Background: an optimization exercise with open tools, aiming at small area and few clock cycles. Do not read the settings as production practice. In this exercise RTL edits were held to simulation tests only and were not proved equivalent to the original. Power figures rest on the tool's default switching activity, not on a simulated workload.

## job 9866
// cache_top
module cache_top (
  input  wire         clk,
  input  wire         reset,
  input  wire         memreq_type,
  input  wire  [7:0]  memreq_opaque,
  input  wire  [31:0] memreq_addr,
  input  wire  [31:0] memreq_data,
  input  wire         memreq_val,
  output wire         memreq_rdy,
  output wire         memresp_type,
  output wire  [7:0]  memresp_opaque,
  output wire  [31:0] memresp_data,
  output wire         memresp_val,
  input  wire         memresp_rdy,
  output wire         cache_req_type,
  output wire  [7:0]  cache_req_opaque,
  output wire  [31:0] cache_req_addr,
  output wire  [31:0] cache_req_data,
  output wire         cache_req_val,
  input  wire         cache_req_rdy,
  input  wire         cache_resp_type,
  input  wire  [7:0]  cache_resp_opaque,
  input  wire  [31:0] cache_resp_data,
  input  wire         cache_resp_val,
  output wire         cache_resp_rdy
);
  cache_msg_pkg::mem_req_t  memreq;
  cache_msg_pkg::mem_resp_t memresp;
  cache_msg_pkg::mem_req_t  cache_req;
  cache_msg_pkg::mem_resp_t cache_resp;
  assign memreq     = {memreq_type, memreq_opaque, memreq_addr, memreq_data};
  assign cache_resp = {cache_resp_type, cache_resp_opaque, cache_resp_data};
  assign {memresp_type, memresp_opaque, memresp_data} = memresp;
  assign {cache_req_type, cache_req_opaque, cache_req_addr, cache_req_data} = cache_req;
  cache_base base_i (
    .clk            (clk),
    .reset          (reset),
    .memreq         (memreq),
    .memreq_val     (memreq_val),
    .memreq_rdy     (memreq_rdy),
    .memresp        (memresp),
    .memresp_val    (memresp_val),
  ...
Settings: LEC_CHECK=0, CAP_MARGIN=20, CORE_MARGIN=2, CORE_UTILIZATION=60, CTS_BUF_LIST=sky130_fd_sc_hd__clkbuf_4 sky130_fd_sc_hd__clkbuf_8, SLEW_MARGIN=20; clock period 10.0 ns.
run.sh (not shown) runs the stock make flow with config.mk's settings and CLKGATE_MAP_FILE= SYNTH_SCRIPT=/design/flow/synth_recipe.tcl, a recipe that flattens the netlist after the stock synthesis.
Testbench counts of job 9866, summed over its fixed seeds: cycles 13,271.
[inputs] job 1418 vs job 9866
Settings: CTS_ARGS: unset -> -sink_clustering_enable -repair_clock_nets -dont_use_dummy_load -buf_list sky130_fd_sc_hd__clkbuf_16 -sink_clustering_size 26 -sink_clustering_max_diameter 120; BUFFER_PORTS_ARGS: unset -> -buffer_cell sky130_fd_sc_hd__buf_1; CTS_BUF_LIST: sky130_fd_sc_hd__clkbuf_4 sky130_fd_sc_hd__clkbuf_8 -> unset; CORE_UTILIZATION: 60 -> 50.
==> flow/flow/run.sh (new file) <==
#!/bin/bash
# Standard ORFS layout with two changes: the port buffers are the smallest
# plain buffer, and the clock tree is built from clkbuf_16 leaf clusters of up
# to 26 sinks without dummy loads. Each tool's output goes to the ORFS logs
# under orfs/logs and the whole make output to flow_make.log here.
set -euo pipefail
cat >> config.mk <<'EOT'
export BUFFER_PORTS_ARGS = -buffer_cell sky130_fd_sc_hd__buf_1
export CTS_ARGS = -sink_clustering_enable -repair_clock_nets -dont_use_dummy_load -buf_list sky130_fd_sc_hd__clkbuf_16 -sink_clustering_size 26 -sink_clustering_max_diameter 120
EOT
bash standard.sh > flow_make.log 2>&1
==> flow/standard.sh (new file) <==
#!/bin/bash
# synth_recipe.tcl (not shown) runs the flow's synth.tcl, then flattens the netlist and writes it again
# the make line also repeats each setting of config.mk as NAME=value (left out here)
make -C /OpenROAD-flow-scripts/flow DESIGN_CONFIG=/design/flow/config.mk WORK_HOME=/design/flow/orfs CLKGATE_MAP_FILE= SYNTH_SCRIPT=/design/flow/synth_recipe.tcl "${@:-finish}"
removed: flow/run.sh
- Where die area is concerned, job 9866 is better than job 1418.
- Job 1418 vs job 9866, highest metal layer used by the detailed router: met4 vs met5
- For the post-detailed-route via-to-cell ratio, job 1418 came in 0.26 lower than job 9866 did.
- Across both runs, maximum fanout along the worst path was lower for job 1418 than for job 9866.
- Taking job 9866 as the reference, in job 1418 count of placed standard cells in the final layout, fillers left out fell about 1.8%; fraction of met3 tracks used by global routing now sits lower; total stage count of the critical path went up 2.
Relative to job 1418, the following input files were edited for job 1168:
Settings: putting CTS_CLUSTER_DIAMETER at 120 where nothing was set; putting CTS_BUF_LIST at sky130_fd_sc_hd__clkbuf_16 where nothing was set; putting CTS_CLUSTER_SIZE at 26 where nothing was set; clearing BUFFER_PORTS_ARGS, which used to be -buffer_cell sky130_fd_sc_hd__buf_1; clearing CTS_ARGS, which used to be -sink_clustering_enable -repair_clock_nets -dont_use_dummy_load -buf_list sky130_fd_sc_hd__clkbuf_16 -sink_clustering_size 26 -sink_clustering_max_diameter 120.
==> flow/run.sh (new file) <==
#!/bin/bash
# synth_recipe.tcl (not shown) runs the flow's synth.tcl, then flattens the netlist and writes it again
# the make line also repeats each setting of config.mk as NAME=value (left out here)
make -C /OpenROAD-flow-scripts/flow DESIGN_CONFIG=/design/flow/config.mk WORK_HOME=/design/flow/orfs CLKGATE_MAP_FILE= SYNTH_SCRIPT=/design/flow/synth_recipe.tcl finish
removed: flow/flow/run.sh
removed: flow/standard.sh
Results
Cmp job 1168 and job 1418 / final-layout non-clock buffer area share / lower: job 1418
Across both runs, met2 layer usage reported by global route was higher for job 1168 than for job 1418.
Delta (job 1168 minus job 1418): register-to-register slack fell by 270 ps; total stage count of the critical path moved down; global-route wire length before repair increased 4400 µm; final core area utilization moved up.
Of the two values seen for end of the critical path, memresp_data[15] was produced by job 1418 and cache_req_data[8] by job 1168.
Job 1418 -> job 1168: highest ir drop seen on vdd increased by more than 10%
Going from job 1418 to job 1168, the worst setup slack was found to have gone down by 140 ps.
[compare] base=job 1418 new=job 1168: fraction of the cycle the final worst path needs rose 1.4 points, final area moved up.

---

## run K
Another version of the RTL of cache_top (not shown whole).
Size: about 2,700 flip-flops, ~240 I/O pins, about 0.10 sq mm of cells after synthesis.
Design cache_top, start of the top module:
module cache_top (
  input  wire         clk,
  input  wire         reset,
  input  wire         memreq_type,
  input  wire  [7:0]  memreq_opaque,
  input  wire  [31:0] memreq_addr,
  input  wire  [31:0] memreq_data,
  input  wire         memreq_val,
  output wire         memreq_rdy,
  output wire         memresp_type,
  output wire  [7:0]  memresp_opaque,
  output wire  [31:0] memresp_data,
  output wire         memresp_val,
  input  wire         memresp_rdy,
  output wire         cache_req_type,
  output wire  [7:0]  cache_req_opaque,
  output wire  [31:0] cache_req_addr,
  output wire  [31:0] cache_req_data,
  output wire         cache_req_val,
  input  wire         cache_req_rdy,
  input  wire         cache_resp_type,
  input  wire  [7:0]  cache_resp_opaque,
  input  wire  [31:0] cache_resp_data,
  input  wire         cache_resp_val,
  output wire         cache_resp_rdy
);
==> flow/config.mk <==
export PLATFORM = sky130hd
export DESIGN_NAME = cache_top
export DESIGN_NICKNAME = cache_top
export VERILOG_FILES = /design/flow/design.v
export SDC_FILE = /design/flow/constraint.sdc
export NUM_CORES = 4
export LEC_CHECK = 0
export CAP_MARGIN = 20
export CORE_MARGIN = 2
export CORE_UTILIZATION = 40
export SLEW_MARGIN = 20
export SYNTH_HIERARCHICAL = 1
export BUFFER_PORTS_ARGS = -buffer_cell sky130_fd_sc_hd__buf_1
export CTS_ARGS = -sink_clustering_enable -repair_clock_nets -dont_use_dummy_load -buf_list sky130_fd_sc_hd__clkbuf_16 -sink_clustering_size 22 -sink_clustering_max_diameter 100
==> flow/constraint.sdc <==
create_clock -name core_clock -period 10.0 [get_ports {clk}]
set_input_delay 2.0000 -clock core_clock [delete_from_list [all_inputs] [get_ports {clk}]]
set_output_delay 2.0000 -clock core_clock [all_outputs]
set_load 0.01 [all_outputs]
standard.sh (not shown) runs the stock make flow with config.mk's settings and CLKGATE_MAP_FILE= SYNTH_SCRIPT=/design/flow/synth_recipe.tcl, a recipe that flattens the netlist after the stock synthesis.
==> flow/flow/run.sh <==
#!/bin/bash
# Standard ORFS layout (the standard.sh, synthesis included) with two
# changes: the port buffers are the smallest plain buffer, and the clock tree
# is built from clkbuf_16 leaf clusters of up to 22 sinks without dummy
# loads. Each ORFS step writes its full log under orfs/logs; the make output
# as a whole goes to flow_make.log in this folder.
set -euo pipefail
cat >> config.mk <<'EOT'
export BUFFER_PORTS_ARGS = -buffer_cell sky130_fd_sc_hd__buf_1
export CTS_ARGS = -sink_clustering_enable -repair_clock_nets -dont_use_dummy_load -buf_list sky130_fd_sc_hd__clkbuf_16 -sink_clustering_size 22 -sink_clustering_max_diameter 100
EOT
bash standard.sh > flow_make.log 2>&1
Run K finished end to end and its layout was clean on timing, DRC and antenna.
Testbench counts of run K, summed over its fixed seeds: cycles 10,899.
Relative to run K, the following input files were edited for run E:
Settings: swapping -sink_clustering_enable -repair_clock_nets -dont_use_dummy_load -buf_list sky130_fd_sc_hd__clkbuf_16 -sink_clustering_size 22 -sink_clustering_max_diameter 100 for -sink_clustering_enable -repair_clock_nets -dont_use_dummy_load -buf_list sky130_fd_sc_hd__clkbuf_16 -sink_clustering_size 26 -sink_clustering_max_diameter 120 in CTS_ARGS; swapping 40 for 42 in CORE_UTILIZATION.
==> flow/flow/run.sh <==
#!/bin/bash
# Standard ORFS layout (the standard.sh, synthesis included) with two
# changes: the port buffers are the smallest plain buffer, and the clock tree
# is built from clkbuf_16 leaf clusters of up to 26 sinks without dummy
# loads. Each ORFS step writes its full log under orfs/logs; the make output
# as a whole goes to flow_make.log in this folder.
set -euo pipefail
cat >> config.mk <<'EOT'
export BUFFER_PORTS_ARGS = -buffer_cell sky130_fd_sc_hd__buf_1
export CTS_ARGS = -sink_clustering_enable -repair_clock_nets -dont_use_dummy_load -buf_list sky130_fd_sc_hd__clkbuf_16 -sink_clustering_size 26 -sink_clustering_max_diameter 120
EOT
bash standard.sh > flow_make.log 2>&1
[summary]
In the tables for run E and run K, clock insertion delay at the later pin of the skew report reads higher with run K.
End of the critical path: cache_req_data[6] -> run K, memresp_data[3] -> run E
As far as simple logic cell fraction of the synthesized area goes, run K and run E are indistinguishable; the numbers are identical.
Cmp run E vs run K: total power of the final layout lower in run E
[compare] base=run K new=run E: met2 track demand over resource in global routing grew by 1.7 points; share of power burned in the clock network went down.

---

cache_top, a different RTL version from the one above (not shown whole).
Size in the first run: roughly 5700 cells after synthesis, ~2700 flip-flops, about 240 I/O pins, about 0.10 sq mm of cells after synthesis.
clock: 10.0 ns
lec_check: 0
cap_margin: 20
core_margin: 2
core_utilization: 45
slew_margin: 20
buffer_ports_args: -buffer_cell sky130_fd_sc_hd__buf_1
cts_args: -sink_clustering_enable -repair_clock_nets -dont_use_dummy_load -buf_list sky130_fd_sc_hd__clkbuf_16 -sink_clustering_size 22 -sink_clustering_max_diameter 100
==> flow/flow/run.sh <==
#!/bin/bash
# Standard ORFS layout (the standard.sh, synthesis included) with two
# changes: the port buffers are the smallest plain buffer, and the clock tree
# is built from clkbuf_16 leaf clusters of up to 22 sinks without dummy
# loads. Each ORFS step writes its full log under orfs/logs; the make output
# as a whole goes to flow_make.log in this folder.
set -euo pipefail
cat >> config.mk <<'EOT'
export BUFFER_PORTS_ARGS = -buffer_cell sky130_fd_sc_hd__buf_1
export CTS_ARGS = -sink_clustering_enable -repair_clock_nets -dont_use_dummy_load -buf_list sky130_fd_sc_hd__clkbuf_16 -sink_clustering_size 22 -sink_clustering_max_diameter 100
EOT
bash standard.sh > flow_make.log 2>&1
Testbench counts at the start, summed over its fixed seeds: cycles 10,899.
Change:
==> flow/run.sh (new file) <==
#!/bin/bash
# synth_recipe.tcl (not shown) runs the flow's synth.tcl, then flattens the netlist and writes it again
# the make line also repeats each setting of config.mk as NAME=value (left out here)
make -C /OpenROAD-flow-scripts/flow DESIGN_CONFIG=/design/flow/config.mk WORK_HOME=/design/flow/orfs CLKGATE_MAP_FILE= SYNTH_SCRIPT=/design/flow/synth_recipe.tcl finish
Settings changed: BUFFER_PORTS_ARGS -buffer_cell sky130_fd_sc_hd__buf_1 to unset, CTS_ARGS -sink_clustering_enable -repair_clock_nets -dont_use_dummy_load -buf_list sky130_fd_sc_hd__clkbuf_16 -sink_clustering_size 22 -sink_clustering_max_diameter 100 to unset, CTS_BUF_LIST set to sky130_fd_sc_hd__clkbuf_16, CTS_CLUSTER_DIAMETER set to 120, CTS_CLUSTER_SIZE set to 20.
removed: flow/flow/run.sh
removed: flow/standard.sh
Result: Die area stays the same. Via count increases by 0.45%. Clock power increases by 9.5%. Power increases by 3.6%. Design area increases by about 2%.

---

## v36
cache_top, a different RTL version from the one above (not shown whole).
For scale: about 2,700 flip-flops, ~240 I/O pins, about 100,000 µm² of cells after synthesis.
clock: 10.0 ns
lec_check: 0
cap_margin: 20
core_margin: 2
core_utilization: 45
slew_margin: 20
synth_hierarchical: 1
buffer_ports_args: -buffer_cell sky130_fd_sc_hd__buf_1
cts_args: -sink_clustering_enable -repair_clock_nets -dont_use_dummy_load -buf_list sky130_fd_sc_hd__clkbuf_16 -sink_clustering_size 22 -sink_clustering_max_diameter 100
==> flow/flow/run.sh <==
#!/bin/bash
# Standard ORFS layout (the standard.sh, synthesis included) with two
# changes: the port buffers are the smallest plain buffer, and the clock tree
# is built from clkbuf_16 leaf clusters of up to 22 sinks without dummy
# loads. Each ORFS step writes its full log under orfs/logs; the make output
# as a whole goes to flow_make.log in this folder.
set -euo pipefail
cat >> config.mk <<'EOT'
export BUFFER_PORTS_ARGS = -buffer_cell sky130_fd_sc_hd__buf_1
export CTS_ARGS = -sink_clustering_enable -repair_clock_nets -dont_use_dummy_load -buf_list sky130_fd_sc_hd__clkbuf_16 -sink_clustering_size 22 -sink_clustering_max_diameter 100
EOT
bash standard.sh > flow_make.log 2>&1
The layout from v36, despite a flow that completed every stage, fails the layout checks, with the failing checks listed as antenna violations.
Testbench counts of v36, summed over its fixed seeds: cycles 10,899.
[inputs] v58 vs v36
- CORE_UTILIZATION changed from 45 to 40
==> comparison <==
- v58 vs. v36: final standard cell count with taps included and fillers excluded increased 373; number of buffers inserted by post-CTS setup repair essentially unchanged.
- [diff] worst setup slack, v58 relative to v36: regression
- v58 finished every stage and its layout cleared the timing, design-rule and antenna checks.
- In v58, first-pass GRT wire length is higher than in v36.
- Between v58 and v36, it is v58 whose maximum net fanout on the critical path is higher, by 1.
Edits applied to the flow inputs when going from v58 to v39:
- changing CORE_UTILIZATION from 40 to 42
- changing CTS_ARGS from -sink_clustering_enable -repair_clock_nets -dont_use_dummy_load -buf_list sky130_fd_sc_hd__clkbuf_16 -sink_clustering_size 22 -sink_clustering_max_diameter 100 to -sink_clustering_enable -repair_clock_nets -dont_use_dummy_load -buf_list sky130_fd_sc_hd__clkbuf_16 -sink_clustering_size 26 -sink_clustering_max_diameter 120
==> flow/flow/run.sh <==
#!/bin/bash
# Standard ORFS layout (the standard.sh, synthesis included) with two
# changes: the port buffers are the smallest plain buffer, and the clock tree
# is built from clkbuf_16 leaf clusters of up to 26 sinks without dummy
# loads. Each ORFS step writes its full log under orfs/logs; the make output
# as a whole goes to flow_make.log in this folder.
set -euo pipefail
cat >> config.mk <<'EOT'
export BUFFER_PORTS_ARGS = -buffer_cell sky130_fd_sc_hd__buf_1
export CTS_ARGS = -sink_clustering_enable -repair_clock_nets -dont_use_dummy_load -buf_list sky130_fd_sc_hd__clkbuf_16 -sink_clustering_size 26 -sink_clustering_max_diameter 120
EOT
bash standard.sh > flow_make.log 2>&1
- Clock-buffer cell count (v39 vs. v58) decreases by more than 10%
- Wire length per cell after detailed routing of v39 exceeds that of v58 slightly.
- Final area: higher on v58
- Comparing v58 and v39, the lower leakage power summed over all cells was measured on v39.
- v39 vs. v58: internal reg-to-reg setup slack higher, via count now smaller, met1 wire length moved up.
- v39 did not stop at any stage, and its layout met the timing, design-rule and antenna checks.

---

== trial 46 ==
Another version of the RTL of cache_top (not shown whole).
Size: roughly 5200 cells after synthesis, roughly 2700 flip-flops, ~240 I/O pins, about 0.099 mm² of cells after synthesis.
==> flow/config.mk <==
export PLATFORM = sky130hd
export DESIGN_NAME = cache_top
export DESIGN_NICKNAME = cache_top
export VERILOG_FILES = /design/flow/design.v
export SDC_FILE = /design/flow/constraint.sdc
export NUM_CORES = 4
export LEC_CHECK = 0
export CAP_MARGIN = 20
export CORE_MARGIN = 2
export CORE_UTILIZATION = 42
export SLEW_MARGIN = 20
export SYNTH_HIERARCHICAL = 1
export BUFFER_PORTS_ARGS = -buffer_cell sky130_fd_sc_hd__buf_1
export CTS_ARGS = -sink_clustering_enable -repair_clock_nets -dont_use_dummy_load -buf_list sky130_fd_sc_hd__clkbuf_16 -sink_clustering_size 26 -sink_clustering_max_diameter 120
==> flow/constraint.sdc <==
create_clock -name core_clock -period 10.0 [get_ports {clk}]
set_input_delay 2.0000 -clock core_clock [delete_from_list [all_inputs] [get_ports {clk}]]
set_output_delay 2.0000 -clock core_clock [all_outputs]
set_load 0.01 [all_outputs]
==> flow/flow/run.sh <==
#!/bin/bash
# Standard ORFS layout (the standard.sh, synthesis included) with two
# changes: the port buffers are the smallest plain buffer, and the clock tree
# is built from clkbuf_16 leaf clusters of up to 26 sinks without dummy
# loads. Each ORFS step writes its full log under orfs/logs; the make output
# as a whole goes to flow_make.log in this folder.
set -euo pipefail
cat >> config.mk <<'EOT'
export BUFFER_PORTS_ARGS = -buffer_cell sky130_fd_sc_hd__buf_1
export CTS_ARGS = -sink_clustering_enable -repair_clock_nets -dont_use_dummy_load -buf_list sky130_fd_sc_hd__clkbuf_16 -sink_clustering_size 26 -sink_clustering_max_diameter 120
EOT
bash standard.sh > flow_make.log 2>&1
Trial 46 finished every step from synthesis to the final layout, and the layout passed the timing, design-rule and antenna checks.
Testbench counts of trial 46, summed over its fixed seeds: cycles 10,899.
Modified inputs, build 84 compared to trial 46
- CTS_ARGS: -sink_clustering_enable -repair_clock_nets -dont_use_dummy_load -buf_list sky130_fd_sc_hd__clkbuf_16 -sink_clustering_size 26 -sink_clustering_max_diameter 120 -> -sink_clustering_enable -repair_clock_nets -dont_use_dummy_load -buf_list sky130_fd_sc_hd__clkbuf_16 -sink_clustering_size 22 -sink_clustering_max_diameter 100
- CORE_UTILIZATION: 42 -> 40
-- flow/flow/run.sh --
<<< trial 46, line 4
# is built from clkbuf_16 leaf clusters of up to 26 sinks without dummy
>>> build 84, line 4
# is built from clkbuf_16 leaf clusters of up to 22 sinks without dummy
<<< trial 46, line 10
export CTS_ARGS = -sink_clustering_enable -repair_clock_nets -dont_use_dummy_load -buf_list sky130_fd_sc_hd__clkbuf_16 -sink_clustering_size 26 -sink_clustering_max_diameter 120
>>> build 84, line 10
export CTS_ARGS = -sink_clustering_enable -repair_clock_nets -dont_use_dummy_load -buf_list sky130_fd_sc_hd__clkbuf_16 -sink_clustering_size 22 -sink_clustering_max_diameter 100
Notes after the runs:
Build 84 vs. trial 46: filler cell count in the final layout went up, number of buffers created by CTS went up, endpoint arrival time on the critical path went up, area added between synthesis and finish went up.

[static timing again, ports no longer ideal]
The results above use ideal ports. As a check the final layouts listed here were re-extracted and re-timed, cells and wires unchanged. Step 1 (the two cells are an assumption about what drives the block):
set clk [get_ports {clk}]
set_driving_cell -lib_cell sky130_fd_sc_hd__clkbuf_16 $clk
set_driving_cell -lib_cell sky130_fd_sc_hd__buf_2 [delete_from_list [all_inputs] $clk]
Step 2, shift: input delay + t, output delay - t, t = (earliest + latest rising clock arrival at the registers) / 2. This alone moves slack from input paths to output paths. Three values: ideal ports, drivers, drivers and shift; two values: the first two.
| run | t, ns | slack for setup (ns) | slew at the worst register clock pin (ns) |
|---|---|---|---|
| job 9866 | 1.169 | 0.668 / 0.578 / 1.747 | 0.07 / 0.07 |
| job 1418 | 0.871 | 1.360 / 1.266 / 2.137 | 0.11 / 0.11 |
| job 1168 | 0.892 | 1.221 / 1.127 / 2.019 | 0.12 / 0.12 |
| run K | 0.896 | 0.652 / 0.559 / 1.455 | 0.10 / 0.10 |
| run E | 0.863 | 0.824 / 0.733 / 1.596 | 0.11 / 0.11 |
| the first run of note 3 | 0.926 | 0.803 / 0.697 / 1.623 | 0.10 / 0.10 |
| the second run of note 3 | 0.926 | 0.336 / 0.248 / 1.174 | 0.10 / 0.10 |
| v36 | 0.901 | 0.385 / 0.291 / 1.191 | 0.10 / 0.10 |
| v58 | 0.901 | 0.280 / 0.182 / 1.083 | 0.10 / 0.10 |
| v39 | 0.883 | 0.409 / 0.313 / 1.196 | 0.11 / 0.11 |
| trial 46 | 0.865 | 0.177 / 0.086 / 0.951 | 0.11 / 0.11 |
| build 84 | 0.889 | 0.117 / 0.023 / 0.912 | 0.09 / 0.09 |
